From an optimization exercise on the open Yosys and OpenROAD flow, aimed at small area, a short achievable clock period and few clock cycles per item; shortcuts taken in it are not production practice. Only simulation tests tie the RTL to the original design; equivalence was not proved.

===== flow/config.mk =====
export PLATFORM = sky130hd
export DESIGN_NAME = divider_top
export DESIGN_NICKNAME = divider_top
export VERILOG_FILES = /design/flow/design.v
export SDC_FILE = /design/flow/constraint.sdc
export NUM_CORES = 4
export LEC_CHECK = 0
export CAP_MARGIN = 20
export CORE_MARGIN = 2
export CORE_UTILIZATION = 40
export SLEW_MARGIN = 20

===== flow/constraint.sdc =====
create_clock -name core_clock -period 27.0 [get_ports {clk}]
set_input_delay 5.4000 -clock core_clock [delete_from_list [all_inputs] [get_ports {clk}]]
set_output_delay 5.4000 -clock core_clock [all_outputs]
set_load 0.01 [all_outputs]

===== flow/design.v =====
`timescale 1ns/1ps
module divider_top (
    input  logic        clk,
    input  logic        rst_n,
    input  logic [31:0] op1,
    input  logic [31:0] op2,
    input  logic [2:0]  funct3,
    input  logic        start,
    input  logic        ack,
    output logic [31:0] result,
    output logic        done
);
    localparam logic [1:0] S_IDLE = 2'd0;
    localparam logic [1:0] S_PREP = 2'd1;
    localparam logic [1:0] S_ITER = 2'd2;
    localparam logic [1:0] S_FIX  = 2'd3;
    logic [1:0]  st_q;
    logic [31:0] r_q;       
    logic [31:0] t_q;       
    logic [31:0] q_q;       
    logic [3:0]  cnt_q;     
    logic        rem_q;     
    logic        sgn_q;     
    logic        neg_q;     
    assign result = q_q;
    logic        sa, sb;
    logic [31:0] abs_a, abs_b;
    logic [5:0]  lz_a, lz_b;
    logic [5:0]  dlz;
    logic        b_zero, a_short;
    logic [31:0] t_init;
    logic [31:0] fast_val;
    assign sa    = sgn_q & r_q[31];
    assign sb    = sgn_q & t_q[31];
    assign abs_a = sa ? -r_q : r_q;
    assign abs_b = sb ? -t_q : t_q;
    always_comb begin
        lz_a = 6'd32;
        for (int i = 0; i < 32; i++)
            if (abs_a[i]) lz_a = 6'(31 - i);
    end
    always_comb begin
        lz_b = 6'd32;
        for (int i = 0; i < 32; i++)
            if (abs_b[i]) lz_b = 6'(31 - i);
    end
    assign b_zero = (t_q == 32'd0);
    assign dlz    = lz_b - lz_a;
    assign a_short  = lz_a > lz_b;
    assign t_init = abs_b << {dlz[4:1], 1'b0};
    assign fast_val = rem_q ? r_q : {32{b_zero}};
    logic [32:0] d1;
    logic [32:0] s1;
    logic [31:0] r1;
    logic        q1;
    logic [32:0] s2;
    logic [31:0] r2;
    logic        q0;
    assign d1 = {t_q, 1'b0};
    assign s1 = {1'b0, r_q} - d1;
    assign q1 = ~s1[32] & ~t_q[31];
    assign r1 = q1 ? s1[31:0] : r_q;
    assign s2 = {1'b0, r1} - {1'b0, t_q};
    assign q0 = ~s2[32];
    assign r2 = q0 ? s2[31:0] : r1;
    logic [31:0] q_shift;
    assign q_shift = {q_q[29:0], q1, q0};
    logic last;
    assign last = (cnt_q == 4'd0);
    logic accept;
    assign accept = (st_q == S_IDLE) && start;
    always_ff @(posedge clk or negedge rst_n) begin
        if (!rst_n) begin
            st_q <= S_IDLE;
            done <= 1'b0;
        end else begin
            case (st_q)
                S_IDLE: begin
                    if (start) st_q <= S_PREP;
                    done <= done & ~ack;
                end
                S_PREP: begin
                    if (b_zero || a_short) begin
                        st_q <= S_IDLE;
                        done <= 1'b1;
                    end else begin
                        st_q <= S_ITER;
                    end
                end
                S_ITER: begin
                    if (last) begin
                        if (neg_q) begin
                            st_q <= S_FIX;
                        end else begin
                            st_q <= S_IDLE;
                            done <= 1'b1;
                        end
                    end
                end
                default: begin
                    st_q <= S_IDLE;
                    done <= 1'b1;
                end
            endcase
        end
    end
    always_ff @(posedge clk) begin
        case (st_q)
            S_IDLE: begin
                if (start) begin
                    r_q   <= op1;
                    t_q   <= op2;
                    rem_q <= funct3[1];
                    sgn_q <= ~funct3[0];
                end
            end
            S_PREP: begin
                r_q   <= abs_a;
                t_q   <= t_init;
                cnt_q <= dlz[4:1];
                neg_q <= rem_q ? sa : (sa ^ sb);
                q_q   <= fast_val & {32{b_zero | a_short}};
            end
            S_ITER: begin
                r_q   <= r2;
                t_q   <= {2'b00, t_q[31:2]};
                cnt_q <= cnt_q - 4'd1;
                q_q   <= (last && rem_q) ? r2 : q_shift;
            end
            default: begin
                q_q <= -q_q;
            end
        endcase
    end
endmodule

===== flow/run.sh =====
#!/bin/bash
# synth_recipe.tcl (not shown) runs the flow's synth.tcl, then flattens the netlist and writes it again
# the make line also repeats each setting of config.mk as NAME=value (left out here)
make -C /OpenROAD-flow-scripts/flow DESIGN_CONFIG=/design/flow/config.mk WORK_HOME=/design/flow/orfs CLKGATE_MAP_FILE= SYNTH_SCRIPT=/design/flow/synth_recipe.tcl finish

==> Implementation_results.wiki, run 1 <==
{| class="wikitable"
! Metric !! Value
|-
| Run status || timing/DRC/antenna clean
|-
| Dpl ws || 19420 ps
|-
| Commonest cells after routing, fill and taps aside || nor2_1, a21oi_1, nand2_1
|-
| Post-synthesis share of cell area spent on full adders, half adders and majority gates || between 8 and 9%
|-
| Buffer depth of the longest clock path || 2
|-
| Global placer's final weighted congestion || ~0.94
|-
| Number of antenna violations at the first check in global routing || 0
|-
| Detailed router's first-iteration violation count || 1646
|-
| Placement row count || 68
|-
| Setup repair after global routing missed its margin || false
|-
| Count of pins over their slew limit || 0
|-
| Flop-to-flop setup slack || approximately 19000 ps
|-
| Area share of xor/xnor cells in the synthesized design || 9.54%
|-
| Transition time at the pin with the least slew margin || 1070 ps
|-
| Number of global-route vias before repair || 13600
|-
| Mean Syn Cell Area || 7.69 sq um
|-
| Area share of and/or/nand/nor cells after synthesis || 21.2%
|-
| Area grow syn2layout || 12.9%
|-
| Die outline area || 36200 sq um
|-
| R2r worst-path depth || 22
|-
| Post-synth net total || 1961
|-
| Distinct cell type count after synthesis || 87
|-
| Count of clock tree sinks || between 100 and 150
|-
| EDFF count, synth || 103
|-
| Clock H-tree levels || 3
|-
| Crit start category || flip-flop
|-
| Critical path origin || t_q[1]
|-
| Yosys reg bits || about 110
|-
| Cells resized by post-CTS repair || 0
|-
| Achievable frequency || between 0.1 and 0.15 GHz
|-
| Period utilization || 28.5%
|-
| Crit path setup slack, layout || 19300 ps
|-
| Worst min-delay path category || reg2reg
|-
| Total number of vias || roughly 14000
|-
| Post-detailed-routing wire length || 52.0 mm
|-
| Layout cell share with drive strength beyond 1 || 5.87%
|-
| Largest family of logic cells by synthesized area || compound AO/OA/AOI/OAI gates
|-
| Initial Utilization || between 40% and 50%
|-
| Overall die width || 190 um
|-
| Async set-or-reset flop fraction in the synthesized netlist || 2.83%
|-
| Clock slew at reported path FFs || 90 ps
|-
| Maxcap violations || 0
|-
| Worst r2r src || t_q[1]
|-
| Number of routed nets with antenna violations || 0
|-
| Total number of nets in the final design || about 2000
|-
| Area after DPL || 15400 sq um
|-
| Input/output buffers || 102
|-
| Required time of the critical path || 27120 ps
|-
| Synth Area in Compound Gates || roughly 29%
|-
| Final antenna diode count || 0
|-
| Library cell used as clock root buffer || clkbuf_16
|-
| Hpwl dp || 40.3 mm
|-
| Count of non-filler cells in the finished layout || 2313
|-
| Commonest non-fill, non-tap cell in the layout || nor2_1
|-
| Die Span Y || 190 um
|-
| Post-detailed-route wirelength per cell || 22.5 um
|-
| IO Pins || 104
|-
| Post-cts hold buffer count || 0
|-
| Synthesized netlist cell count || 1803
|-
| Sequential cell area fraction in the yosys report || 22.8%
|-
| Filler cell count || 3533
|-
| Category of the critical setup timing path || reg2reg
|-
| DRC || 0
|-
| CP Capture Type || flip-flop
|-
| Mux share of post-synthesis cell area || 4.58%
|-
| Grt total ovfl || 0
|-
| Ratio of routed vias to standard cells || between 6 and 7
|-
| Hold Violations, Final || 0
|-
| Number of optimization iterations in the first detailed-route pass || 6
|-
| TritonCTS clock tree || done
|-
| Largest fanout on the critical path || 38
|-
| Core Box Area || ~34000 sq um
|-
| Fin area || 15700 sq um
|-
| Maximum number of pins on one net before global-route repair || 65
|-
| Insertion delay to the later sink of the worst-skew pair || ~400 ps
|-
| Total placed cells including tap cells || 2297
|-
| Global-route wire length before repair || about 80 mm
|-
| Aggregate negative setup slack || 0 ps
|-
| Max Clock Skew || about 16 ps
|-
| Worst hold margin || slightly below 500 ps
|-
| Warning count from the yosys run || 1
|-
| Clock buffer count from CTS || 9
|-
| Critical Path AT || around 8000 ps
|-
| Post-route minimum period || between 7000 and 8000 ps
|-
| Min-delay src || done
|-
| Post-CTS setup buffer count || 0
|-
| Synth Flop Type || edfxtp_1
|-
| Max-slew headroom || 27.9%
|-
| Post-synthesis instance area || approximately 14000 sq um
|-
| Final setup violation count || 0
|-
| Overall track demand over capacity in global routing || between 20% and 30%
|-
| Number of stages on the worst hold path || 1
|}
-- area by class of cell --
class,instances,area (sq um),share of cell area [%]
Multi-Input combinational cell,1527,10100,64.5
Clock inverter,5,62.6,0.399
Tap cell,455,569,3.64
Clock buffer,11,233,1.49
Sequential cell,106,3170,20.2
Timing Repair Buffer,129,1220,7.81
Inverter,80,300,1.92
-- stage by stage --
step / util [%]
final: 45.6
after global routing: 45.6
after CTS: 45.6
after detailed placement: 44.7
after global placement: 44.7
after floorplan: -
-- cells by family after synthesis --
family / after synthesis
muxes: 55
adders and majority gates: 87
buffers and inverters: 170
and+or+nand+nor: 617
xor gates and xnor gates: 151
AOI/OAI and AO/OA: 617
DFF: 106
-- routing by layer --
layer	up-vias	track usage, %	routed length (um)
met5	-	0	0
met4	0	9.90	1730
met3	89	2.74	3540
met2	612	46.7	23500
met1	6887	39.3	23200
li1	6864	-	-
-- worst paths after layout --
kind                            endpoint
worst max-delay path             r_q[20]
worst min-delay path                done
worst max register to register   r_q[20]
worst min register to register      done
max in group asynchronous        st_q[1]
min in group asynchronous           done
-- synth_stat cells (all sizes together), types with 16 or more instances --
cell type	n	share of area, %
edfxtp	103	22
a21oi	159	5.7
inv	80	2.2
o31ai	16	0.90
or3	20	0.90
mux2i	23	1.7
a31oi	39	1.8
xnor2	104	6.6
o211ai	37	2.0
nor2	220	6.0
a211oi	17	0.92
nand2	148	4.0
a21o	27	1.5
o21ai	138	5.0
mux2	28	2.3
nor2b	17	0.77
o21a	21	1.1
ha	84	7.6
clkbuf	77	2.1
nor4	19	1.3
xor2	47	3.0
nor3	65	2.4
nand3	44	1.6
nand2b	20	0.90
a22oi	18	0.97
-- critical path, cell delays in order (launching register included) --
cell and delay (ps):
edfxtp_1 550, inv_1 310, ha_1 290, nor2b_1 140
o31a_1 300, o2111a_1 320, o21bai_2 340, o211ai_1 220
a31o_2 340, nand2_1 420, mux2_2 410, ha_1 330
nor2b_1 170, o31a_1 280, o21ai_0 650, a211oi_1 260
o22ai_1 570, o21a_1 180, buf_4 350, nor2_1 100
a311oi_1 510, o22a_1 250, a21oi_1 70
-- registers in the layout (all words and copies together), names as in the netlist, named ones only --
name / cells
neg_q: 1
t_q: 32
sgn_q: 1
st_q: 2
cnt_q: 4
q_q: 31
r_q: 32
rem_q: 1
done: 1
Testbench counts, summed over its fixed seeds: cycles 156,157, items 32,000.
==> run 2: changes to the inputs <==
--- a/flow/config.mk
+++ b/flow/config.mk
@@ -6,4 +6,5 @@
 export NUM_CORES = 4
 export LEC_CHECK = 0
+export ABC_AREA = 1
 export CAP_MARGIN = 20
 export CORE_MARGIN = 2
==> run 2 against run 1 <==
Net effect:
- still clean on timing, DRC and antenna
- sequential cell count is the same
- fmax grew 4.4%
- critical path depth grew 12
- register-to-register slack gained 320 ps
- critical endpoint is now q_q[13]
- worst hold slack gained 7.4 ps
==> Implementation_results.wiki, run 2 <==
{| class="wikitable"
! Metric !! Value
|-
| Total placed cells including tap cells || 2647
|-
| Global placer's final weighted congestion || 0.918
|-
| Area share of xor/xnor cells in the synthesized design || 7.33%
|-
| Grt total ovfl || 0
|-
| Area grow syn2layout || 12.8%
|-
| Delay of the slowest critical-path stage || 740 ps
|-
| Flop-to-flop setup slack || 19630 ps
|-
| Run status || timing/DRC/antenna clean
|-
| Mean Syn Cell Area || 6.48 sq um
|-
| Post-synthesis share of cell area spent on full adders, half adders and majority gates || 7.94%
|-
| Min-delay src || done
|-
| CP top delay family || compound AO/OA/AOI/OAI gates
|-
| IO Pins || 104
|-
| Category of the critical setup timing path || reg2reg
|-
| Count of non-filler cells in the finished layout || roughly 2700
|-
| Commonest cells after routing, fill and taps aside || nand2_1, inv_1, a21oi_1
|-
| Synthesized netlist cell count || 2158
|-
| Largest family of logic cells by synthesized area || simple AND/OR/NAND/NOR gates
|-
| Post-synth net total || between 2000 and 2500
|-
| Library cell used as clock root buffer || clkbuf_16
|-
| Area after DPL || 15400 sq um
|-
| Top post-synthesis cells by count || nand2_1, inv_1, a21oi_1
|-
| DRC || 0
|-
| Count of clock tree sinks || 106
|-
| TritonCTS clock tree || done
|-
| Registers with the most flip-flops || r_q x32, t_q x32, q_q x31
|-
| R2r worst-path depth || 34
|-
| Post-synthesis instance area || 14000 sq um
|-
| Layout cell share with drive strength beyond 1 || 5.20%
|-
| Maximum number of pins on one net before global-route repair || 96
|-
| Setup repair after global routing missed its margin || false
|-
| Number of optimization iterations in the first detailed-route pass || 5
|-
| EDFF count, synth || 103
|-
| Crit start category || flip-flop
|-
| Buffer depth of the longest clock path || 2
|-
| Total number of vias || 14700
|-
| Fin area || 15800 sq um
|-
| Mux share of post-synthesis cell area || 0.358%
|-
| Placement row count || 68
|-
| Final core utilization || a little under half
|-
| Slowest cell on the critical path || o21ai_4
|-
| Async set-or-reset flop fraction in the synthesized netlist || 2.83%
|-
| Overall track demand over capacity in global routing || 25.9%
|-
| Number of global-route vias before repair || 14000
|-
| Yosys reg bits || 106
|-
| Global-route wire length before repair || 73.9 mm
|-
| Die Span Y || 191 um
|-
| Post-CTS setup buffer count || 0
|-
| Worst r2r src || t_q[1]
|-
| Commonest non-fill, non-tap cell in the layout || nand2_1
|-
| Max-slew headroom || 28.0%
|-
| Detailed router's first-iteration violation count || 1274
|-
| Filler cell count || 3628
|-
| Final antenna diode count || 0
|-
| Aggregate negative setup slack || 0 ps
|-
| Cells resized by post-CTS repair || 0
|-
| Area taken by flip-flops and latches || between 3000 and 4000 sq um
|-
| Leading post-synthesis cells by cell area || edfxtp_1, nand2_1, ha_1, inv_1, a21oi_1
|-
| Clock H-tree levels || 3
|-
| Area of the multi-input gates || ~9400 sq um
|-
| Warning count from the yosys run || 1
|-
| Clock slew at reported path FFs || 80 ps
|-
| Post-detailed-route wirelength per cell || 17.8 um
|-
| Sequential cell area fraction in the yosys report || 22.6%
|-
| Initial Utilization || 40.6%
|-
| FF-to-FF End || q_q[13]
|-
| Required time of the critical path || 27220 ps
|-
| End of the worst hold path || done
|-
| Final setup violation count || 0
|-
| Input/output buffers || 102
|-
| Period utilization || 27.3%
|-
| Share of the synthesized area in the top cell type || between 20% and 30%
|-
| Post-route minimum period || 7370 ps
|-
| Largest fanout on the critical path || between 40 and 50
|-
| Maxcap violations || 0
|-
| Cell with the most instances after synthesis || nand2_1
|-
| Area share of and/or/nand/nor cells after synthesis || 26.5%
|-
| Transition time at the pin with the least slew margin || 1080 ps
|-
| Hold Violations, Final || 0
|-
| Overall die width || 191 um
|-
| Worst min-delay path category || reg2reg
|-
| Post-synth top area cell || edfxtp_1
|-
| Synth Area in Compound Gates || between 20% and 30%
|-
| Die outline area || 36500 sq um
|-
| Total number of nets in the final design || 2363
|-
| Number of antenna violations at the first check in global routing || 0
|-
| CP Capture Type || flip-flop
|-
| Insertion delay to the later sink of the worst-skew pair || 390 ps
|-
| Crit-path most repeated cell || o21ai_2
|-
| Hpwl dp || approximately 37 mm
|-
| Number of routed nets with antenna violations || 0
|-
| Ratio of routed vias to standard cells || 5.53
|-
| Clock buffer count from CTS || 9
|-
| Distinct cell type count after synthesis || 63
|-
| Achievable frequency || approximately 0.14 GHz
|-
| Critical Path AT || 7590 ps
|-
| Number of stages on the worst hold path || 1
|-
| Count of pins over their slew limit || 0
|-
| Post-detailed-routing wire length || 47.3 mm
|-
| Post-cts hold buffer count || 0
|-
| Total buffers and inverters traversed by the critical path || 4
|-
| Core Box Area || 34500 sq um
|-
| Synth Flop Type || edfxtp_1
|-
| Max Clock Skew || approximately 12 ps
|}
==> run 2: worst max path at each step <==
stage / startpoint / endpoint / depth (start not counted)
floorplan: start / r_q[0] / 2
detailed placement: start / r_q[29] / 4
CTS: t_q[1] / q_q[13] / 34
global placement: start / r_q[29] / 4
finish: t_q[1] / q_q[13] / 34
global route: t_q[1] / q_q[2] / 34
==> run 2: worst register-to-register path, delay by kind of cell (launching register included) <==
kind	cells	cell delay, ps
DFF	1	510
and+or+nand+nor	10	1310
adders and majority gates	2	740
buffers and inverters	4	1370
AOI/OAI and AO/OA	18	3290
==> run 2: cell type report <==
class                      instances  area share, %
sequential                       106           20.1
tap                              455           3.61
clock buffer                       9           1.43
timing repair buffer             120           7.57
inverter                         288           6.86
clock inverter                     7          0.738
multi-input combinational       1680           59.7
==> run 2: cell families after synthesis <==
group | count (synthesis)
and+or+nand+nor | 885
AOI/OAI and AO/OA | 586
buffers and inverters | 372
xor gates and xnor gates | 117
DFF | 106
adders and majority gates | 87
muxes | 5
==> run 2: per-layer routing <==
metal  track usage, %  routed length (um)  up-vias
met5                0                   0        -
met4             10.6                1640        0
met3             3.91                3310       78
met2             40.6               20700      512
met1             35.5               21700     6811
li1                 -                   -     7337
==> run 2: metrics by stage <==
step	worst slack, ps	hold WS [ps]
after floorplan	17960	532
after global placement	19170	487
after detailed placement	19150	489
after CTS	19560	506
after global routing	18910	524
final	19630	500
==> run 3: changes to the inputs <==
--- a/flow/design.v
+++ b/flow/design.v
@@ -19,5 +19,5 @@
     logic [31:0] t_q;       
     logic [31:0] q_q;       
-    logic [3:0]  cnt_q;     
+    logic [4:0]  cnt_q;     
     logic        rem_q;     
     logic        sgn_q;     
@@ -48,24 +48,16 @@
     assign dlz    = lz_b - lz_a;
     assign a_short  = lz_a > lz_b;
-    assign t_init = abs_b << {dlz[4:1], 1'b0};
+    assign t_init = abs_b << dlz[4:0];
     assign fast_val = rem_q ? r_q : {32{b_zero}};
-    logic [32:0] d1;
     logic [32:0] s1;
-    logic [31:0] r1;
-    logic        q1;
-    logic [32:0] s2;
+    logic        q0;
     logic [31:0] r2;
-    logic        q0;
-    assign d1 = {t_q, 1'b0};
-    assign s1 = {1'b0, r_q} - d1;
-    assign q1 = ~s1[32] & ~t_q[31];
-    assign r1 = q1 ? s1[31:0] : r_q;
-    assign s2 = {1'b0, r1} - {1'b0, t_q};
-    assign q0 = ~s2[32];
-    assign r2 = q0 ? s2[31:0] : r1;
+    assign s1 = {1'b0, r_q} - {1'b0, t_q};
+    assign q0 = ~s1[32];
+    assign r2 = q0 ? s1[31:0] : r_q;
     logic [31:0] q_shift;
-    assign q_shift = {q_q[29:0], q1, q0};
+    assign q_shift = {q_q[30:0], q0};
     logic last;
-    assign last = (cnt_q == 4'd0);
+    assign last = (cnt_q == 5'd0);
     logic accept;
     assign accept = (st_q == S_IDLE) && start;
@@ -118,5 +110,5 @@
                 r_q   <= abs_a;
                 t_q   <= t_init;
-                cnt_q <= dlz[4:1];
+                cnt_q <= dlz[4:0];
                 neg_q <= rem_q ? sa : (sa ^ sb);
                 q_q   <= fast_val & {32{b_zero | a_short}};
@@ -124,6 +116,6 @@
             S_ITER: begin
                 r_q   <= r2;
-                t_q   <= {2'b00, t_q[31:2]};
-                cnt_q <= cnt_q - 4'd1;
+                t_q   <= {1'b0, t_q[31:1]};
+                cnt_q <= cnt_q - 5'd1;
                 q_q   <= (last && rem_q) ? r2 : q_shift;
             end
--- a/flow/config.mk
+++ b/flow/config.mk
@@ -6,5 +6,4 @@
 export NUM_CORES = 4
 export LEC_CHECK = 0
-export ABC_AREA = 1
 export CAP_MARGIN = 20
 export CORE_MARGIN = 2
==> run 3 against run 2 <==
Net effect:
- critical path type unchanged
- sequential cell count up 1
- non-clock buffer count is 7 higher
- worst hold slack improved by 4.5 ps
==> Implementation_results.wiki, run 3 <==
{| class="wikitable"
! Metric !! Value
|-
| Post-synthesis share of cell area spent on full adders, half adders and majority gates || 5.45%
|-
| Clock H-tree levels || 3
|-
| Global-route wire length before repair || 72.5 mm
|-
| IO Pins || 104
|-
| Registers with the most flip-flops || r_q x32, t_q x32, q_q x31
|-
| EDFF count, synth || 104
|-
| Cells resized by post-CTS repair || 0
|-
| End of the worst hold path || done
|-
| Aggregate negative setup slack || 0 ps
|-
| DRC || 0
|-
| Max Clock Skew || 16.6 ps
|-
| Buffer depth of the longest clock path || 2
|-
| Post-synth top area cell || edfxtp_1
|-
| Async set-or-reset flop fraction in the synthesized netlist || 2.80%
|-
| Ratio of routed vias to standard cells || 6.35
|-
| Final core utilization || around 46%
|-
| Mux share of post-synthesis cell area || 6.86%
|-
| Die outline area || 33700 sq um
|-
| Maximum number of pins on one net before global-route repair || 71
|-
| Synth Area in Compound Gates || 29.2%
|-
| Required time of the critical path || between 20000 and 30000 ps
|-
| Flop-to-flop setup slack || 19040 ps
|-
| Top post-synthesis cells by count || nor2_1, o21ai_0, nand2_1
|-
| Synth Flop Type || edfxtp_1
|-
| Number of global-route vias before repair || 12300
|-
| Critical Path AT || 8210 ps
|-
| Distinct cell type count after synthesis || 83
|-
| Final setup violation count || 0
|-
| Overall track demand over capacity in global routing || 27.8%
|-
| CP Capture Type || flip-flop
|-
| Area share of and/or/nand/nor cells after synthesis || 20.3%
|-
| Setup repair after global routing missed its margin || false
|-
| Number of antenna violations at the first check in global routing || 0
|-
| Number of optimization iterations in the first detailed-route pass || 6
|-
| FF-to-FF End || t_q[25]
|-
| Post-synthesis instance area || 12900 sq um
|-
| Mean Syn Cell Area || 7.58 sq um
|-
| Post-synth net total || between 1500 and 2000
|-
| Leading post-synthesis cells by cell area || edfxtp_1, o21ai_0, a21oi_1, nor2_1, ha_1
|-
| Initial Utilization || 40.8%
|-
| Die Span Y || 184 um
|-
| Worst hold margin || 504 ps
|-
| Insertion delay to the later sink of the worst-skew pair || between 300 and 400 ps
|-
| Layout cell share with drive strength beyond 1 || 5.76%
|-
| R2r worst-path depth || 23
|-
| Maxcap violations || 0
|-
| Total number of vias || 13600
|-
| Warning count from the yosys run || 1
|-
| Grt total ovfl || 0
|-
| Input/output buffers || between 100 and 150
|-
| Count of pins over their slew limit || 0
|-
| Commonest cells after routing, fill and taps aside || nor2_1, o21ai_0, nand2_1
|-
| Post-detailed-routing wire length || 47.7 mm
|-
| Cell with the most instances after synthesis || nor2_1
|-
| Post-detailed-route wirelength per cell || 22.3 um
|-
| Post-route minimum period || around 8000 ps
|-
| Clock buffer count from CTS || 9
|-
| Period utilization || 29.5%
|-
| Commonest non-fill, non-tap cell in the layout || nor2_1
|-
| Overall die width || between 150 and 200 um
|-
| Yosys reg bits || 107
|-
| Largest family of logic cells by synthesized area || compound AO/OA/AOI/OAI gates
|-
| Count of clock tree sinks || ~110
|-
| Transition time at the pin with the least slew margin || 1040 ps
|-
| Sequential cell area fraction in the yosys report || 24.8%
|-
| Detailed router's first-iteration violation count || 1597
|-
| Post-cts hold buffer count || 0
|-
| Largest fanout on the critical path || 41
|-
| Core Box Area || 31600 sq um
|-
| Hpwl dp || about 36 mm
|-
| Placement row count || between 60 and 70
|-
| Area share of xor/xnor cells in the synthesized design || 8.01%
|-
| Number of routed nets with antenna violations || 0
|-
| Synthesized netlist cell count || 1702
|-
| Final antenna diode count || 0
|-
| Run status || timing/DRC/antenna clean
|-
| Clock slew at reported path FFs || about 80 ps
|-
| Crit start category || flip-flop
|-
| Category of the critical setup timing path || reg2reg
|-
| Achievable frequency || 0.126 GHz
|-
| Library cell used as clock root buffer || clkbuf_16
|-
| Area grow syn2layout || 12.9%
|-
| TritonCTS clock tree || done
|-
| Worst min-delay path category || reg2reg
|-
| Worst r2r src || t_q[0]
|-
| Min-delay src || done
|-
| Post-CTS setup buffer count || 0
|-
| Global placer's final weighted congestion || 0.963
|-
| Number of stages on the worst hold path || 1
|-
| Share of the synthesized area in the top cell type || 24.2%
|-
| Hold Violations, Final || 0
|-
| Total number of nets in the final design || roughly 1900
|-
| Max-slew headroom || a little under a third
|}
-- run 3: worst max-delay path, cell delays in order (launching register included) --
cell and delay (ps):
edfxtp_1 560, inv_1 160, ha_1 550, nand4_2 350, nor4_1 840, a31oi_1 230, xnor2_1 530, o211a_1 270
o2111ai_1 110, a21oi_1 240, or3_1 160, ha_1 190, fa_1 420, buf_4 280, inv_1 750, o22ai_1 160
a22o_1 260, a21oi_1 360, mux4_2 350, nand2_1 60, nand2_1 140, nor2_1 70, a211oi_1 540, a221o_1 230
-- run 3: stage by stage --
stage	area [sq um]	setup WS [ps]	cells
after floorplan	12900	18350	1702
after detailed placement	14200	19220	2122
after global placement	14200	19240	2122
after global routing	14600	18760	2139
final	14600	19040	2139
after CTS	14600	19390	2138
-- run 3: layer usage --
metal	track usage (%)	wire, um	vias up
met3	5.59	4340	73
li1	-	-	6401
met5	0	0	-
met1	39.4	21300	6456
met4	6.78	972	0
met2	43.4	21200	659
-- run 3: final cells by class --
type                       instances  area (sq um)
fill                            3251         17100
multi-input combinational       1410          9040
sequential                       107          3200
timing repair buffer             127          1210
tap                              402           503
inverter                          77           289
clock buffer                      11           243
clock inverter                     5          85.1
-- run 3: worst max-delay path by stage --
stage / start / depth (start not counted) / end
finish: t_q[0] / 23 / t_q[25]
global route: t_q[1] / 23 / t_q[25]
CTS: t_q[1] / 23 / t_q[21]
detailed placement: start / 4 / r_q[25]
global placement: start / 4 / r_q[25]
floorplan: start / 2 / r_q[0]
-- run 3: cells by family after synthesis --
family                   Yosys count
AND/OR/NAND/NOR                  560
AO/OA/AOI/OAI                    596
adder cells (fa/ha/maj)           55
multiplexers                      81
XOR/XNOR                         118
buffers and inverters            185
flip-flops                       107
Testbench counts of run 3, summed over its fixed seeds: cycles 236,622, items 32,000.
==> run 4: changes to the inputs <==
--- a/flow/design.v
+++ b/flow/design.v
@@ -17,7 +17,7 @@
     logic [1:0]  st_q;
     logic [31:0] r_q;       
-    logic [31:0] t_q;       
+    logic [32:0] t_q;       
     logic [31:0] q_q;       
-    logic [4:0]  cnt_q;     
+    logic [3:0]  cnt_q;     
     logic        rem_q;     
     logic        sgn_q;     
@@ -25,41 +25,51 @@
     assign result = q_q;
     logic        sa, sb;
+    logic [31:0] a1, b1;
     logic [31:0] abs_a, abs_b;
-    logic [5:0]  lz_a, lz_b;
-    logic [5:0]  dlz;
+    logic [5:0]  la1, lb1;
+    logic [5:0]  la_hi, lb_lo;
+    logic [5:0]  dl;
     logic        b_zero, a_short;
-    logic [31:0] t_init;
+    logic [32:0] t_init;
     logic [31:0] fast_val;
     assign sa    = sgn_q & r_q[31];
     assign sb    = sgn_q & t_q[31];
-    assign abs_a = sa ? -r_q : r_q;
-    assign abs_b = sb ? -t_q : t_q;
+    assign a1    = r_q ^ {32{sa}};
+    assign b1    = t_q[31:0] ^ {32{sb}};
+    assign abs_a = a1 + 32'(sa);
+    assign abs_b = b1 + 32'(sb);
     always_comb begin
-        lz_a = 6'd32;
+        la1 = 6'd0;
         for (int i = 0; i < 32; i++)
-            if (abs_a[i]) lz_a = 6'(31 - i);
+            if (a1[i]) la1 = 6'(i + 1);
     end
     always_comb begin
-        lz_b = 6'd32;
+        lb1 = 6'd0;
         for (int i = 0; i < 32; i++)
-            if (abs_b[i]) lz_b = 6'(31 - i);
+            if (b1[i]) lb1 = 6'(i + 1);
     end
-    assign b_zero = (t_q == 32'd0);
-    assign dlz    = lz_b - lz_a;
-    assign a_short  = lz_a > lz_b;
-    assign t_init = abs_b << dlz[4:0];
+    assign la_hi   = la1 + 6'(sa);
+    assign lb_lo   = (lb1 == 6'd0) ? 6'd1 : lb1;
+    assign dl      = la_hi - lb_lo;
+    assign b_zero  = (t_q[31:0] == 32'd0);
+    assign a_short = la_hi < lb_lo;
+    assign t_init = {1'b0, abs_b} << {dl[4:1], 1'b0};
     assign fast_val = rem_q ? r_q : {32{b_zero}};
     logic [32:0] s1;
+    logic [31:0] r1;
+    logic        q1;
+    logic [32:0] s2;
+    logic [31:0] r2;
     logic        q0;
-    logic [31:0] r2;
-    assign s1 = {1'b0, r_q} - {1'b0, t_q};
-    assign q0 = ~s1[32];
-    assign r2 = q0 ? s1[31:0] : r_q;
+    assign s1 = {1'b0, r_q} - {1'b0, t_q[30:0], 1'b0};
+    assign q1 = ~s1[32] & ~t_q[32] & ~t_q[31];
+    assign r1 = q1 ? s1[31:0] : r_q;
+    assign s2 = {1'b0, r1} - {1'b0, t_q[31:0]};
+    assign q0 = ~s2[32] & ~t_q[32];
+    assign r2 = q0 ? s2[31:0] : r1;
     logic [31:0] q_shift;
-    assign q_shift = {q_q[30:0], q0};
+    assign q_shift = {q_q[29:0], q1, q0};
     logic last;
-    assign last = (cnt_q == 5'd0);
-    logic accept;
-    assign accept = (st_q == S_IDLE) && start;
+    assign last = (cnt_q == 4'd0);
     always_ff @(posedge clk or negedge rst_n) begin
         if (!rst_n) begin
@@ -102,5 +112,5 @@
                 if (start) begin
                     r_q   <= op1;
-                    t_q   <= op2;
+                    t_q   <= {1'b0, op2};
                     rem_q <= funct3[1];
                     sgn_q <= ~funct3[0];
@@ -110,5 +120,5 @@
                 r_q   <= abs_a;
                 t_q   <= t_init;
-                cnt_q <= dlz[4:0];
+                cnt_q <= dl[4:1];
                 neg_q <= rem_q ? sa : (sa ^ sb);
                 q_q   <= fast_val & {32{b_zero | a_short}};
@@ -116,6 +126,6 @@
             S_ITER: begin
                 r_q   <= r2;
-                t_q   <= {1'b0, t_q[31:1]};
-                cnt_q <= cnt_q - 5'd1;
+                t_q   <= {2'b00, t_q[32:2]};
+                cnt_q <= cnt_q - 4'd1;
                 q_q   <= (last && rem_q) ? r2 : q_shift;
             end
--- a/flow/config.mk
+++ b/flow/config.mk
@@ -6,4 +6,5 @@
 export NUM_CORES = 4
 export LEC_CHECK = 0
+export ABC_AREA = 1
 export CAP_MARGIN = 20
 export CORE_MARGIN = 2
==> run 4 against run 3 <==
Net effect:
- still clean
- utilization shrank 0.63 points
- clock skew shrank 1.2 ps
- global-route usage decreased by 1.6 points
- design area rose by 7.4%
- via count increased by 5.9%
- largest cell class unchanged
==> Implementation_results.wiki, run 4 <==
{| class="wikitable"
! Metric !! Value
|-
| TritonCTS clock tree || done
|-
| Aggregate negative setup slack || 0 ps
|-
| Die outline area || about 36000 sq um
|-
| CP Capture Type || flip-flop
|-
| Number of optimization iterations in the first detailed-route pass || 6
|-
| Total number of vias || 14400
|-
| Die Span Y || 191 um
|-
| Post-detailed-route wirelength per cell || roughly 18 um
|-
| Library cell used as clock root buffer || clkbuf_16
|-
| DRC || 0
|-
| Post-synthesis instance area || 13900 sq um
|-
| Clock slew at reported path FFs || 80 ps
|-
| Mean Syn Cell Area || 6.47 sq um
|-
| Post-synth net total || ~2300
|-
| Area taken by flip-flops and latches || between 3000 and 4000 sq um
|-
| IO Pins || 104
|-
| Largest fanout on the critical path || 45
|-
| Biggest register || t_q
|-
| Filler cell count || 3660
|-
| Hpwl dp || 36.2 mm
|-
| Largest register FFs || 33
|-
| Warning count from the yosys run || 1
|-
| Ratio of routed vias to standard cells || around 5.4
|-
| Total number of nets in the final design || 2355
|-
| Worst min-delay path category || reg2reg
|-
| Setup repair after global routing missed its margin || false
|-
| Layout cell share with drive strength beyond 1 || 4.62%
|-
| Clock buffer count from CTS || 9
|-
| Leading post-synthesis cells by cell area || edfxtp_1, nand2_1, xor2_1, ha_1, inv_1
|-
| Category of the critical setup timing path || reg2reg
|-
| Required time of the critical path || about 27000 ps
|-
| Critical Path AT || about 9400 ps
|-
| Async set-or-reset flop fraction in the synthesized netlist || 2.80%
|-
| Commonest cells after routing, fill and taps aside || nand2_1, inv_1, nor2_1
|-
| Cells resized by post-CTS repair || 0
|-
| Buffer depth of the longest clock path || 2
|-
| Global placer's final weighted congestion || 0.923
|-
| Flop-to-flop setup slack || between 15000 and 20000 ps
|-
| Run status || timing/DRC/antenna clean
|-
| Sequential cell area fraction in the yosys report || 22.9%
|-
| Crit start category || flip-flop
|-
| Achievable frequency || 0.108 GHz
|-
| Max Clock Skew || 15.5 ps
|-
| Clock H-tree levels || 3
|-
| Number of routed nets with antenna violations || 0
|-
| Placement row count || 68
|-
| Registers with the most flip-flops || t_q x33, r_q x32, q_q x31
|-
| Number of antenna violations at the first check in global routing || 0
|-
| Final antenna diode count || 0
|-
| Area after DPL || 15300 sq um
|-
| Initial Utilization || between 40% and 50%
|-
| Commonest non-fill, non-tap cell in the layout || nand2_1
|-
| Area grow syn2layout || 12.3%
|-
| Input/output buffers || just over 100
|-
| Synth Flop Type || edfxtp_1
|-
| Crit-path most repeated cell || nand2_1
|-
| Yosys reg bits || 107
|-
| Delay of the slowest critical-path stage || ~540 ps
|-
| CP top delay family || compound AO/OA/AOI/OAI gates
|-
| Detailed router's first-iteration violation count || 1326
|-
| EDFF count, synth || about 100
|-
| Global-route wire length before repair || 74.1 mm
|-
| Maxcap violations || 0
|-
| Area of the multi-input gates || 9390 sq um
|-
| Insertion delay to the later sink of the worst-skew pair || 380 ps
|-
| Post-cts hold buffer count || 0
|-
| Cell with the most instances after synthesis || nand2_1
|-
| Hold Violations, Final || 0
|-
| Grt total ovfl || 0
|-
| Overall track demand over capacity in global routing || 26.2%
|-
| Max-slew headroom || 28.7%
|-
| Share of the synthesized area in the top cell type || 22.4%
|-
| Post-detailed-routing wire length || 47.5 mm
|-
| Count of pins over their slew limit || 0
|-
| Post-CTS setup buffer count || 0
|-
| Overall die width || roughly 190 um
|-
| Fin area || 15700 sq um
|-
| Count of clock tree sinks || 107
|-
| Slowest cell on the critical path || a21boi_0
|-
| Post-route minimum period || 9230 ps
|-
| Number of global-route vias before repair || 13700
|-
| Synthesized netlist cell count || 2156
|-
| Post-synth top area cell || edfxtp_1
|-
| Maximum number of pins on one net before global-route repair || 74
|-
| Total buffers and inverters traversed by the critical path || 7
|-
| Core Box Area || 34500 sq um
|-
| Top post-synthesis cells by count || nand2_1, inv_1, nor2_1
|-
| Period utilization || 34.2%
|-
| Distinct cell type count after synthesis || 61
|-
| Transition time at the pin with the least slew margin || 1060 ps
|-
| Final setup violation count || 0
|}
run 4: changes by cell type in the layout (fill, tap and decap cells not counted), moves of 30 or more:
cell | before | now
xnor2_1 | 68 | 38
nor2_1 | 180 | 233
nand2_1 | 157 | 488
mux2i_1 | 52 | 9
inv_1 | 72 | 260
xor2_1 | 49 | 116
nand3_1 | 43 | 120
run 4: worst paths after layout:
path | start | endpoint | depth (start not counted)
worst max register to register | t_q[2] | q_q[30] | 58
max in group asynchronous | rst_n | st_q[0] | 1
worst min register to register | done | done | 1
min in group asynchronous | rst_n | done | 1
worst min-delay path | done | done | 1
worst max-delay path | t_q[2] | q_q[30] | 58
run 4: cells by family after synthesis:
family                     synth area share, %
and+or+nand+nor                           29.4
xor gates and xnor gates                  10.3
muxes                                    0.727
DFF                                       22.9
AOI/OAI and AO/OA                         19.1
adders and majority gates                 7.61
buffers and inverters                     10.0
run 4: area by class of cell:
class	instances	area share (%)
flip-flops and latches	107	20.4
clock inverters	2	0.224
multi-input cells	1693	60.0
repair buffers	119	7.47
inverters	271	6.52
well taps	455	3.64
clock buffers	14	1.75
run 4: routing by layer:
metal | global-route usage (%) | wire, um | up-vias
met5 | 0 | 0 | -
met4 | 8.29 | 1090 | 0
met3 | 2.52 | 2710 | 55
met2 | 43.4 | 21900 | 426
met1 | 35.9 | 21800 | 6662
li1 | - | - | 7248
run 4: through the flow:
stage               hold slack [ps]  setup WS [ps]  utilization (%)  cells
floorplan                       532          17910                -   2156
global placement                479          17980             44.4   2644
detailed placement              481          17920             44.4   2644
CTS                             497          17890             45.3   2660
global route                    522          16900             45.4   2661
finish                          491          17770             45.4   2661
run 4: worst reg2reg max path: cells and delay by family, from the launching register on:
family                     cells  cell delay [ps]
and+or+nand+nor               33             2890
adders and majority gates      2              660
DFF                            1              480
buffers and inverters          7             1670
AOI/OAI and AO/OA             16             3300
Testbench counts of run 4, summed over its fixed seeds: cycles 158,528, items 32,000.
==> run 5: changes to the inputs <==
--- a/flow/config.mk
+++ b/flow/config.mk
@@ -6,5 +6,4 @@
 export NUM_CORES = 4
 export LEC_CHECK = 0
-export ABC_AREA = 1
 export CAP_MARGIN = 20
 export CORE_MARGIN = 2
==> run 5 against run 4 <==
Net effect:
- critical endpoint is now q_q[11]
- synthesized area is 12% higher
- non-clock buffer count is 10 higher
- clock skew is 2.2 ps lower
- sequential share of layout area is 1.8 points lower
==> Implementation_results.wiki, run 5 <==
{| class="wikitable"
! Metric !! Value
|-
| Synthesized netlist cell count || 2081
|-
| Critical path origin || t_q[8]
|-
| Core Box Area || 38600 sq um
|-
| Flop-to-flop setup slack || 18260 ps
|-
| Biggest register || t_q
|-
| Hold Violations, Final || 0
|-
| R2r worst-path depth || 23
|-
| Run status || timing/DRC/antenna clean
|-
| Buffer depth of the longest clock path || 2
|-
| Required time of the critical path || 27140 ps
|-
| Count of clock tree sinks || 107
|-
| Post-detailed-route wirelength per cell || 23.1 um
|-
| Number of optimization iterations in the first detailed-route pass || 6
|-
| Worst r2r src || t_q[8]
|-
| DRC || 0
|-
| Number of routed nets with antenna violations || 0
|-
| EDFF count, synth || 104
|-
| Cells resized by post-CTS repair || 0
|-
| Final antenna diode count || 0
|-
| Leading post-synthesis cells by cell area || edfxtp_1, ha_1, xnor2_1, o21ai_0, a21oi_1
|-
| Async set-or-reset flop fraction in the synthesized netlist || about 2.8%
|-
| Registers with the most flip-flops || t_q x33, r_q x32, q_q x31
|-
| Maxcap violations || 0
|-
| Warning count from the yosys run || 1
|-
| Max-slew headroom || 33.9%
|-
| Final setup violation count || 0
|-
| Worst min-delay path category || reg2reg
|-
| Layout cell share with drive strength beyond 1 || 5.90%
|-
| Clock slew at reported path FFs || 80 ps
|-
| Mean Syn Cell Area || between 7 and 8 sq um
|-
| Post-cts hold buffer count || 0
|-
| Insertion delay to the later sink of the worst-skew pair || 380 ps
|-
| Synth Flop Type || edfxtp_1
|-
| Top post-synthesis cells by count || nand2_1, o21ai_0, nor2_1
|-
| Post-CTS setup buffer count || 0
|-
| Termination of the worst setup path || q_q[11]
|-
| Input/output buffers || just over 100
|-
| Largest family of logic cells by synthesized area || compound AO/OA/AOI/OAI gates
|-
| Die outline area || 40700 sq um
|-
| Post-route minimum period || 8740 ps
|-
| CP Capture Type || flip-flop
|-
| Ratio of routed vias to standard cells || 6.34
|-
| Total number of vias || between 15000 and 20000
|-
| Sequential cell area fraction in the yosys report || ~20%
|-
| Critical Path AT || 8870 ps
|-
| Post-synth top area cell || edfxtp_1
|-
| Area share of xor/xnor cells in the synthesized design || 8.68%
|-
| Global-route wire length before repair || 90.6 mm
|-
| Distinct cell type count after synthesis || 99
|-
| Number of antenna violations at the first check in global routing || 0
|-
| Hpwl dp || between 40 and 50 mm
|-
| Post-synth net total || 2235
|-
| Commonest non-fill, non-tap cell in the layout || nand2_1
|-
| Overall track demand over capacity in global routing || 28.6%
|-
| Area grow syn2layout || 9.90%
|-
| Number of global-route vias before repair || 15000
|-
| Achievable frequency || 0.114 GHz
|-
| Clock buffer count from CTS || 9
|-
| Largest register FFs || 33
|-
| Period utilization || 32.4%
|-
| Overall die width || 202 um
|-
| Maximum number of pins on one net before global-route repair || 66
|-
| Total number of nets in the final design || 2218
|-
| Largest fanout on the critical path || 57
|-
| TritonCTS clock tree || done
|-
| Count of pins over their slew limit || 0
|-
| Filler cell count || 3873
|-
| Clock H-tree levels || 3
|-
| Crit start category || flip-flop
|-
| Detailed router's first-iteration violation count || a little under 2000
|-
| Transition time at the pin with the least slew margin || approximately 1000 ps
|-
| Share of the synthesized area in the top cell type || 20.0%
|-
| Post-detailed-routing wire length || 59.8 mm
|-
| Die Span Y || between 200 and 250 um
|-
| Grt total ovfl || 0
|-
| Max Clock Skew || 13.3 ps
|-
| Mux share of post-synthesis cell area || 6.26%
|-
| FF-to-FF End || q_q[11]
|-
| Area share of and/or/nand/nor cells after synthesis || a little over a fifth
|-
| Cell with the most instances after synthesis || nand2_1
|-
| Category of the critical setup timing path || reg2reg
|-
| Placement row count || slightly above 70
|-
| Setup repair after global routing missed its margin || false
|-
| Library cell used as clock root buffer || clkbuf_16
|-
| IO Pins || 104
|-
| Post-synthesis instance area || around 16000 sq um
|-
| Yosys reg bits || 107
|-
| Global placer's final weighted congestion || 0.949
|-
| Initial Utilization || 40.5%
|-
| Aggregate negative setup slack || 0 ps
|-
| Commonest cells after routing, fill and taps aside || nand2_1, o21ai_0, nor2_1
|-
| Final core utilization || between 40% and 50%
|-
| Synth Area in Compound Gates || 30.1%
|-
| Post-synthesis share of cell area spent on full adders, half adders and majority gates || under 10%
|}
-- run 5: cell types whose count changed in the layout (fill, tap and decap cells not counted), sizes merged, moves of 49 or more --
cell,delta
xnor2,+75
nand2,-313
mux2i,+49
nor2,-67
inv,-171
xor2,-79
nand3,-52
-- run 5: kinds of logic after synthesis --
family	Yosys count
buf+inv	250
xor+xnor	155
compound gates	715
simple gates	678
fa+ha+maj	83
mux	93
flops	107
-- run 5: critical path, stage by stage, from the launching register on --
cell,delay (ps)
edfxtp_1,670
clkinv_1,470
ha_1,570
a211oi_1,120
o21ai_0,400
o211ai_2,230
a2111oi_4,550
o41ai_4,130
buf_4,320
o21ai_0,670
inv_1,140
fa_1,470
nor2b_1,180
o31a_1,160
o21ai_1,110
a211oi_1,420
o211ai_1,250
a21boi_1,360
o211ai_1,220
a211oi_4,370
buf_4,530
mux2i_1,650
a21oi_1,150
a211o_1,240
-- run 5: layout make-up --
class                      instances  area, sq um  share of cell area [%]
clock buffer                      10          229                    1.33
clock inverter                     6         86.3                   0.502
inverter                          93          349                    2.03
multi-input combinational       1724        11500                    66.6
sequential                       107         3200                    18.6
tap                              518          648                    3.77
timing repair buffer             129         1220                    7.12
-- run 5: per-stage QoR --
step                      hold WS, ps  setup WS (ps)  cell area [sq um]  cells
after floorplan                   523          17870              15600   2081
after global placement            484          18550              16900   2571
after detailed placement          484          18450              16900   2571
after CTS                         505          18380              17200   2587
after global routing              520          17690              17200   2587
final                             509          18260              17200   2587
-- run 5: worst min-delay path by stage --
stage	from	to	slack (ps)	depth (start not counted)
finish	done	done	510	1
global route	done	done	520	1
CTS	done	done	500	1
detailed placement	done	done	480	1
global placement	done	done	480	1
floorplan	st_q[1]	st_q[1]	520	2
-- run 5: metal layers --
layer | vias up | share of wire (%) | GRT usage, %
met2 | 804 | 40 | 40.8
li1 | 7715 | - | -
met3 | 95 | 10 | 7.95
met5 | - | 0 | 0
met1 | 7797 | 46 | 41.1
met4 | 0 | 3.3 | 9.87
==> run 6: changes to the inputs <==
--- a/flow/design.v
+++ b/flow/design.v
@@ -30,7 +30,5 @@
     logic [5:0]  la_hi, lb_lo;
     logic [5:0]  dl;
-    logic        b_zero, a_short;
     logic [32:0] t_init;
-    logic [31:0] fast_val;
     assign sa    = sgn_q & r_q[31];
     assign sb    = sgn_q & t_q[31];
@@ -52,8 +50,25 @@
     assign lb_lo   = (lb1 == 6'd0) ? 6'd1 : lb1;
     assign dl      = la_hi - lb_lo;
-    assign b_zero  = (t_q[31:0] == 32'd0);
-    assign a_short = la_hi < lb_lo;
     assign t_init = {1'b0, abs_b} << {dl[4:1], 1'b0};
-    assign fast_val = rem_q ? r_q : {32{b_zero}};
+    logic        sa_i, sb_i;
+    logic [31:0] a1_i, b1_i;
+    logic [31:0] hi_a;      
+    logic [31:0] hi_a_sh;   
+    logic        bz_i, short_i, fast_i;
+    assign sa_i = ~funct3[0] & op1[31];
+    assign sb_i = ~funct3[0] & op2[31];
+    assign a1_i = op1 ^ {32{sa_i}};
+    assign b1_i = op2 ^ {32{sb_i}};
+    always_comb begin
+        logic [31:0] x;
+        x = a1_i;
+        for (int k = 1; k < 32; k = k * 2)
+            x = x | (x >> k);
+        hi_a = x;
+    end
+    assign hi_a_sh = sa_i ? {hi_a[30:0], 1'b1} : hi_a;
+    assign short_i = |(b1_i & ~hi_a_sh);
+    assign bz_i    = (op2 == 32'd0);
+    assign fast_i  = bz_i | short_i;
     logic [32:0] s1;
     logic [31:0] r1;
@@ -79,14 +94,13 @@
             case (st_q)
                 S_IDLE: begin
-                    if (start) st_q <= S_PREP;
-                    done <= done & ~ack;
+                    if (start) begin
+                        st_q <= fast_i ? S_IDLE : S_PREP;
+                        done <= fast_i;
+                    end else begin
+                        done <= done & ~ack;
+                    end
                 end
                 S_PREP: begin
-                    if (b_zero || a_short) begin
-                        st_q <= S_IDLE;
-                        done <= 1'b1;
-                    end else begin
-                        st_q <= S_ITER;
-                    end
+                    st_q <= S_ITER;
                 end
                 S_ITER: begin
@@ -115,4 +129,5 @@
                     rem_q <= funct3[1];
                     sgn_q <= ~funct3[0];
+                    q_q   <= funct3[1] ? op1 : {32{bz_i}};
                 end
             end
@@ -122,5 +137,5 @@
                 cnt_q <= dl[4:1];
                 neg_q <= rem_q ? sa : (sa ^ sb);
-                q_q   <= fast_val & {32{b_zero | a_short}};
+                q_q   <= 32'd0;
             end
             S_ITER: begin
--- a/flow/config.mk
+++ b/flow/config.mk
@@ -6,4 +6,5 @@
 export NUM_CORES = 4
 export LEC_CHECK = 0
+export ABC_AREA = 1
 export CAP_MARGIN = 20
 export CORE_MARGIN = 2
==> run 6 against run 5 <==
Net effect:
- register-to-register slack got worse by 50 ps
- worst hold slack gained 41 ps
- worst setup slack got worse by 290 ps
- critical endpoint is now st_q[0]
- highest routed layer unchanged
==> Implementation_results.wiki, run 6 <==
{| class="wikitable"
! Metric !! Value
|-
| Number of optimization iterations in the first detailed-route pass || 6
|-
| CP top delay family || simple AND/OR/NAND/NOR gates
|-
| Die Span Y || 203 um
|-
| Slowest cell on the critical path || clkdlybuf4s50_1
|-
| Total number of vias || 17300
|-
| Warning count from the yosys run || 1
|-
| Post-synth net total || ~2700
|-
| EDFF count, synth || around 100
|-
| FF-to-FF End || r_q[19]
|-
| Registers with the most flip-flops || t_q x33, r_q x32, q_q x31
|-
| Input/output buffers || roughly 100
|-
| Final setup violation count || 0
|-
| Maximum number of pins on one net before global-route repair || 66
|-
| Delay of the slowest critical-path stage || 590 ps
|-
| Period utilization || 33.4%
|-
| Initial Utilization || 40.3%
|-
| Global-route wire length before repair || 94.2 mm
|-
| Sequential cell area fraction in the yosys report || roughly 20%
|-
| Area share of xor/xnor cells in the synthesized design || 11.3%
|-
| Aggregate negative setup slack || 0 ps
|-
| TritonCTS clock tree || done
|-
| Critical Path, Cell by Cell || clkdlybuf4s50_1, nand2_2, buf_4, xor2_1, nor2_1, nand3b_1, inv_1, nand3_1, nor2_2, nand3_1, inv_1, nand4_1, nor2_2, nand4_1, nand2_1, o221ai_1, nand2_1, nor2_1, nand2_1, nor2_1, nand3_1, o21ai_1, nand2_1, nand2_1
|-
| Largest register FFs || 33
|-
| Synth Area in Compound Gates || 20.8%
|-
| Post-detailed-routing wire length || 61.8 mm
|-
| Count of clock tree sinks || 107
|-
| Area share of and/or/nand/nor cells after synthesis || 30.0%
|-
| Commonest non-fill, non-tap cell in the layout || nand2_1
|-
| Max-slew headroom || 25.3%
|-
| Post-detailed-route wirelength per cell || around 20 um
|-
| Achievable frequency || 0.111 GHz
|-
| Synthesized netlist cell count || 2529
|-
| Hold Violations, Final || 0
|-
| Worst r2r src || t_q[2]
|-
| Core Box Area || 39500 sq um
|-
| Post-cts hold buffer count || 0
|-
| Share of the synthesized area in the top cell type || roughly a fifth
|-
| Crit-path most repeated cell || nand2_1
|-
| Max Clock Skew || 8.47 ps
|-
| Count of pins over their slew limit || 0
|-
| Ratio of routed vias to standard cells || approximately 5.6
|-
| Final antenna diode count || 0
|-
| Library cell used as clock root buffer || clkbuf_16
|-
| Critical Path AT || 9300 ps
|-
| Critical path origin || op1[31]
|-
| Setup repair after global routing missed its margin || false
|-
| Mean Syn Cell Area || 6.29 sq um
|-
| Die outline area || 41400 sq um
|-
| Distinct cell type count after synthesis || 65
|-
| Overall track demand over capacity in global routing || 29.6%
|-
| Number of logic stages on the critical path including buffering || 24
|-
| Layout cell share with drive strength beyond 1 || 4.58%
|-
| Post-synthesis instance area || about 16000 sq um
|-
| Required time of the critical path || around 27000 ps
|-
| Worst min-delay path category || reg2reg
|-
| Number of antenna violations at the first check in global routing || 0
|-
| Clock H-tree levels || 3
|-
| Largest fanout on the critical path || 59
|-
| Post-synth top area cell || edfxtp_1
|-
| Cell with the most instances after synthesis || nand2_1
|-
| Hpwl dp || roughly 50 mm
|-
| Buffer depth of the longest clock path || 2
|-
| DRC || 0
|-
| Detailed router's first-iteration violation count || 1712
|-
| Number of routed nets with antenna violations || 0
|-
| Filler cell count || 4251
|-
| Count of non-filler cells in the finished layout || about 3100
|-
| Cells resized by post-CTS repair || 0
|-
| Top post-synthesis cells by count || nand2_1, inv_1, nor2_1
|-
| R2r worst-path depth || 36
|-
| Clock buffer count from CTS || 9
|-
| Global placer's final weighted congestion || 0.956
|-
| Largest family of logic cells by synthesized area || simple AND/OR/NAND/NOR gates
|-
| Category of the critical setup timing path || in2reg
|-
| Flop-to-flop setup slack || between 15000 and 20000 ps
|-
| Termination of the worst setup path || st_q[0]
|-
| Number of global-route vias before repair || about 16000
|-
| Biggest register || t_q
|-
| Post-CTS setup buffer count || 0
|-
| Insertion delay to the later sink of the worst-skew pair || 380 ps
|-
| IO Pins || 104
|-
| Commonest cells after routing, fill and taps aside || nand2_1, inv_1, nor2_1
|-
| Leading post-synthesis cells by cell area || edfxtp_1, nand2_1, xor2_1, inv_1, a21oi_1
|-
| Mux share of post-synthesis cell area || 0.378%
|-
| Overall die width || 203 um
|-
| Total placed cells including tap cells || between 3000 and 4000
|-
| Async set-or-reset flop fraction in the synthesized netlist || between 2 and 3%
|-
| Total buffers and inverters traversed by the critical path || 4
|-
| Yosys reg bits || 107
|-
| Run status || timing/DRC/antenna clean
|-
| Post-synthesis share of cell area spent on full adders, half adders and majority gates || 6.67%
|-
| Grt total ovfl || 0
|-
| Crit start category || input port
|-
| Synth Flop Type || edfxtp_1
|-
| Maxcap violations || 0
|-
| Total number of nets in the final design || 2725
|-
| Placement row count || 73
|-
| CP Capture Type || flip-flop
|-
| Post-route minimum period || 9020 ps
|-
| Area grow syn2layout || 10.7%
|-
| Clock slew at reported path FFs || approximately 80 ps
|-
| Transition time at the pin with the least slew margin || 1120 ps
|}
## run 6: changes by cell type in the layout (fill, tap and decap cells not counted), moves of 59 or more
cell | before | now
xnor2_1 | 113 | 31
xor2_1 | 41 | 168
a21oi_1 | 158 | 217
nand2_1 | 187 | 604
inv_1 | 88 | 328
nor2_1 | 170 | 258
## run 6: area by class of cell
cell class / instances / area, sq um / area share, %
multi-input combinational: 1990 / 11000 / 62.6
inverter: 341 / 1280 / 7.27
sequential: 107 / 3200 / 18.2
clock inverter: 7 / 52.6 / 0.299
timing repair buffer: 122 / 1170 / 6.66
clock buffer: 9 / 225 / 1.28
tap: 525 / 657 / 3.73
## run 6: worst min-delay path, delay by kind of cell (launching register included)
family / cells / cell delay, ps
and+or+nand+nor: 2 / 130
DFF: 1 / 390
## run 6: logic make-up (layout without fill, tap and decap cells)
| group | count (synthesis) | after routing |
|---|---|---|
| xor+xnor | 202 | 202 |
| flops | 107 | 107 |
| buf+inv | 432 | 479 |
| compound gates | 582 | 582 |
| mux | 6 | 6 |
| simple gates | 1117 | 1117 |
| fa+ha+maj | 83 | 83 |
## run 6: worst min-delay path by stage
stage / startpoint / endpoint / cells after the start
floorplan: done / done / 2
global placement: done / done / 2
detailed placement: done / done / 2
CTS: done / done / 2
global route: done / done / 2
finish: done / done / 2
## run 6: routing by layer
| layer | vias to the layer above | global-route usage [%] | share of wire (%) |
|---|---|---|---|
| met4 | 0 | 8.97 | 3.2 |
| met5 | - | 0 | 0 |
| met3 | 95 | 3.95 | 7.0 |
| li1 | 8477 | - | - |
| met2 | 663 | 48.1 | 45 |
| met1 | 8060 | 40.9 | 45 |
## run 6: stage by stage
stage	instance area (sq um)	util, %	worst slack (ps)	hold WS [ps]
floorplan	15900	-	17890	531
global placement	17300	43.9	17660	499
detailed placement	17300	43.9	17620	518
CTS	17600	44.6	18010	539
global route	17600	44.6	17520	590
finish	17600	44.6	17980	551
Testbench counts of run 6, summed over its fixed seeds: cycles 142,263, items 32,000.
==> run 7: changes to the inputs <==
--- a/flow/config.mk
+++ b/flow/config.mk
@@ -6,5 +6,4 @@
 export NUM_CORES = 4
 export LEC_CHECK = 0
-export ABC_AREA = 1
 export CAP_MARGIN = 20
 export CORE_MARGIN = 2
==> run 7 against run 6 <==
Net effect:
- still clean
- cell count decreased by 10%
- synthesized area increased by 3.3%
- synthesized cell count decreased by 11%
- largest cell class unchanged
==> Implementation_results.wiki, run 7 <==
{| class="wikitable"
! Metric !! Value
|-
| IO Pins || 104
|-
| Overall track demand over capacity in global routing || a little under a third
|-
| End of the worst hold path || done
|-
| Post-synth net total || roughly 2400
|-
| Sequential cell area fraction in the yosys report || roughly a fifth
|-
| R2r worst-path depth || 23
|-
| Grt total ovfl || 0
|-
| Number of routed nets with antenna violations || 0
|-
| Hold Violations, Final || 0
|-
| Post-route minimum period || approximately 8300 ps
|-
| Max-slew headroom || about 29%
|-
| Count of clock tree sinks || approximately 110
|-
| Setup repair after global routing missed its margin || false
|-
| Total number of vias || 17900
|-
| Cell with the most instances after synthesis || nor2_1
|-
| Ratio of routed vias to standard cells || 6.43
|-
| Global-route wire length before repair || 97.9 mm
|-
| Total buffers and inverters traversed by the critical path || 1
|-
| TritonCTS clock tree || done
|-
| Library cell used as clock root buffer || clkbuf_16
|-
| GRT met1 Usage || about two fifths
|-
| Clock buffer count from CTS || 9
|-
| Slowest cell on the critical path || clkdlybuf4s50_1
|-
| EDFF count, synth || 104
|-
| Total number of nets in the final design || 2395
|-
| Final setup violation count || 0
|-
| M3 GR Usage || under 10%
|-
| Core Box Area || 40600 sq um
|-
| Yosys reg bits || roughly 110
|-
| Mean Syn Cell Area || 7.27 sq um
|-
| Insertion delay to the later sink of the worst-skew pair || 390 ps
|-
| Clock slew at reported path FFs || about 80 ps
|-
| Aggregate negative setup slack || 0 ps
|-
| Clock H-tree levels || 3
|-
| Crit-path most repeated cell || o41ai_1
|-
| Worst r2r src || t_q[15]
|-
| Most crowded layer after global routing || met2
|-
| Period utilization || 30.9%
|-
| Placement row count || 74
|-
| Share of the synthesized area in the top cell type || between 10% and 20%
|-
| Maximum number of pins on one net before global-route repair || 66
|-
| Area grow syn2layout || 9.53%
|-
| Number of stages on the worst hold path || 3
|-
| Count of pins over their slew limit || 0
|-
| Input/output buffers || 102
|-
| Top post-synthesis cells by count || nor2_1, a21oi_1, nand2_1
|-
| Count of non-filler cells in the finished layout || between 2000 and 3000
|-
| Commonest cells after routing, fill and taps aside || nor2_1, a21oi_1, nand2_1
|-
| Synth Flop Type || edfxtp_1
|-
| GR met2 Demand/Resource || a little under half
|-
| Filler cell count || 4145
|-
| Worst min-delay path category || reg2reg
|-
| Final antenna diode count || 0
|-
| Warning count from the yosys run || 1
|-
| Number of optimization iterations in the first detailed-route pass || 7
|-
| Die Span Y || 207 um
|-
| Synthesized netlist cell count || roughly 2300
|-
| Total placed cells including tap cells || 2762
|-
| DRC || 0
|-
| Flop-to-flop setup slack || between 15000 and 20000 ps
|-
| Layout cell share with drive strength beyond 1 || 5.16%
|-
| Registers with the most flip-flops || t_q x33, r_q x32, q_q x31
|-
| Overall die width || 207 um
|-
| Largest fanout on the critical path || 20
|-
| Commonest non-fill, non-tap cell in the layout || nor2_1
|-
| Post-synth top area cell || edfxtp_1
|-
| Worst hold margin || 615 ps
|-
| Distinct cell type count after synthesis || 99
|-
| Post-cts hold buffer count || 0
|-
| Number of global-route vias before repair || 16400
|-
| Global placer's final weighted congestion || 1.02
|-
| Min-delay src || done
|-
| Crit start category || input port
|-
| Critical Path, Cell by Cell || clkdlybuf4s50_1, nand2b_1, nand2_1, o211ai_1, a21oi_1, o41ai_1, a22oi_1, o22ai_1, a2111oi_0, o21ai_0, o311ai_0, o41ai_1
|-
| Hpwl dp || 49.7 mm
|-
| Critical Path AT || 8610 ps
|-
| Post-synthesis instance area || 16400 sq um
|-
| Maxcap violations || 0
|-
| Transition time at the pin with the least slew margin || ~1100 ps
|-
| Required time of the critical path || 27280 ps
|-
| Achievable frequency || 0.120 GHz
|-
| Post-detailed-route wirelength per cell || 23.3 um
|-
| Final core utilization || 44.3%
|-
| Cells resized by post-CTS repair || 0
|-
| Die outline area || 42700 sq um
|-
| Category of the critical setup timing path || in2reg
|-
| Critical path origin || funct3[0]
|-
| Post-detailed-routing wire length || 64.7 mm
|-
| CP top delay family || compound AO/OA/AOI/OAI gates
|-
| Initial Utilization || 40.4%
|-
| Detailed router's first-iteration violation count || 2069
|-
| FF-to-FF End || q_q[31]
|-
| Leading post-synthesis cells by cell area || edfxtp_1, xnor2_1, a21oi_1, ha_1, o21ai_0
|-
| CP Capture Type || flip-flop
|-
| Buffer depth of the longest clock path || 2
|-
| Max Clock Skew || approximately 17 ps
|-
| Delay of the slowest critical-path stage || 670 ps
|-
| Run status || timing/DRC/antenna clean
|-
| Number of antenna violations at the first check in global routing || 0
|-
| Async set-or-reset flop fraction in the synthesized netlist || 2.80%
|-
| Post-CTS setup buffer count || 0
|-
| Largest register FFs || 33
|-
| Biggest register || t_q
|}
-- run 7: cell types whose count changed after synthesis, sizes merged, moves of 38 or more --
| cell | change |
|---|---|
| a21o | +38 |
| inv | -251 |
| nor3 | +67 |
| nor2 | -47 |
| nand2 | -413 |
| xor2 | -128 |
| xnor2 | +113 |
| nand3 | -42 |
| clkbuf | +64 |
-- run 7: kinds of logic after synthesis --
logic type / count (synthesis) / synth area share, %
compound gates: 763 / 29.9
xor+xnor: 187 / 9.97
fa+ha+maj: 83 / 6.46
buf+inv: 250 / 6.37
flops: 107 / 19.5
mux: 62 / 3.96
simple gates: 809 / 23.9
-- run 7: area by class of cell --
type / count / area [sq um] / area share [%]
Inverter: 88 / 330 / 1.84
Timing Repair Buffer: 131 / 1240 / 6.88
Tap cell: 532 / 666 / 3.70
Multi-Input combinational cell: 1904 / 12200 / 68.1
Sequential cell: 107 / 3200 / 17.8
Clock inverter: 7 / 91.3 / 0.508
Clock buffer: 9 / 225 / 1.25
-- run 7: metrics by stage --
stage | setup slack [ps] | instance area (sq um)
floorplan | 17840 | 16400
global placement | 18300 | 17700
detailed placement | 18390 | 17700
CTS | 18760 | 18000
global route | 18340 | 18000
finish | 18670 | 18000
-- run 7: how the worst max path moves through the flow --
stage                     cells past startpoint  slack [ps]       to
after floorplan                               2       17840   r_q[0]
after global placement                       12       18300  st_q[0]
after detailed placement                     12       18390  st_q[0]
after CTS                                    12       18760  st_q[0]
after global routing                         24       18340  q_q[31]
final                                        12       18670  st_q[0]
-- run 7: worst register-to-register path, cell delays in order (launching register included) --
cell	delay [ps]
edfxtp_1	720
inv_1	320
ha_1	480
nand2_2	110
or3_4	420
or3_4	400
a2111oi_4	490
o21ai_1	230
nand2_2	220
buf_4	450
mux2_2	450
ha_1	350
and3_1	240
a221o_1	320
a21oi_1	260
o211ai_1	320
a31oi_1	430
o21ai_2	160
a21oi_2	410
buf_4	470
o21ai_0	170
o22ai_1	490
nor2_1	110
o21ai_1	160
-- run 7: layer usage --
layer | wire length [um] | up-vias
met3 | 6480 | 119
li1 | - | 8350
met1 | 27100 | 8420
met2 | 27900 | 986
met5 | 0 | -
met4 | 3260 | 0

## what the ideal ports hide
How much do the figures lean on ideal ports? The routed layouts below were timed once more, with nothing changed but the port constraints. Step 1 sets driving cells, clkbuf_16 on the clock port and buf_2 on the other inputs (assumed; they add their load-dependent delay and slew). Step 2 also shifts input and output timing later by t, the mid clock arrival at the registers, as if the neighbouring blocks saw the same clock. Three values: ideal ports, drivers, drivers and shift; two values: the first two.
| run | t, ns | setup slack, ns | worst setup path at the end | latest minus earliest clock arrival (ns) | slew at the worst register clock pin (ns) |
|---|---|---|---|---|---|
| run 1 | 0.440 | 19.304 / 19.304 / 19.304 | register to register | 0.017 / 0.016 | 0.09 / 0.09 |
| run 2 | 0.435 | 19.628 / 19.628 / 19.628 | register to register | 0.012 / 0.013 | 0.09 / 0.09 |
| run 3 | 0.416 | 19.037 / 19.037 / 19.037 | register to register | 0.017 / 0.017 | 0.09 / 0.09 |
| run 4 | 0.430 | 17.769 / 17.769 / 17.769 | register to register | 0.015 / 0.016 | 0.08 / 0.08 |
| run 5 | 0.428 | 18.265 / 18.265 / 18.265 | register to register | 0.013 / 0.013 | 0.08 / 0.08 |
| run 6 | 0.427 | 17.978 / 18.007 / 17.579 | input to register | 0.008 / 0.009 | 0.08 / 0.08 |
| run 7 | 0.438 | 18.669 / 18.700 / 18.263 | input to register | 0.018 / 0.017 | 0.09 / 0.09 |
After both steps setup and hold are still met in every run listed. For run 7, which loses most, drivers alone change the setup slack by +0.031 ns; drivers and shift together by -0.406 ns.
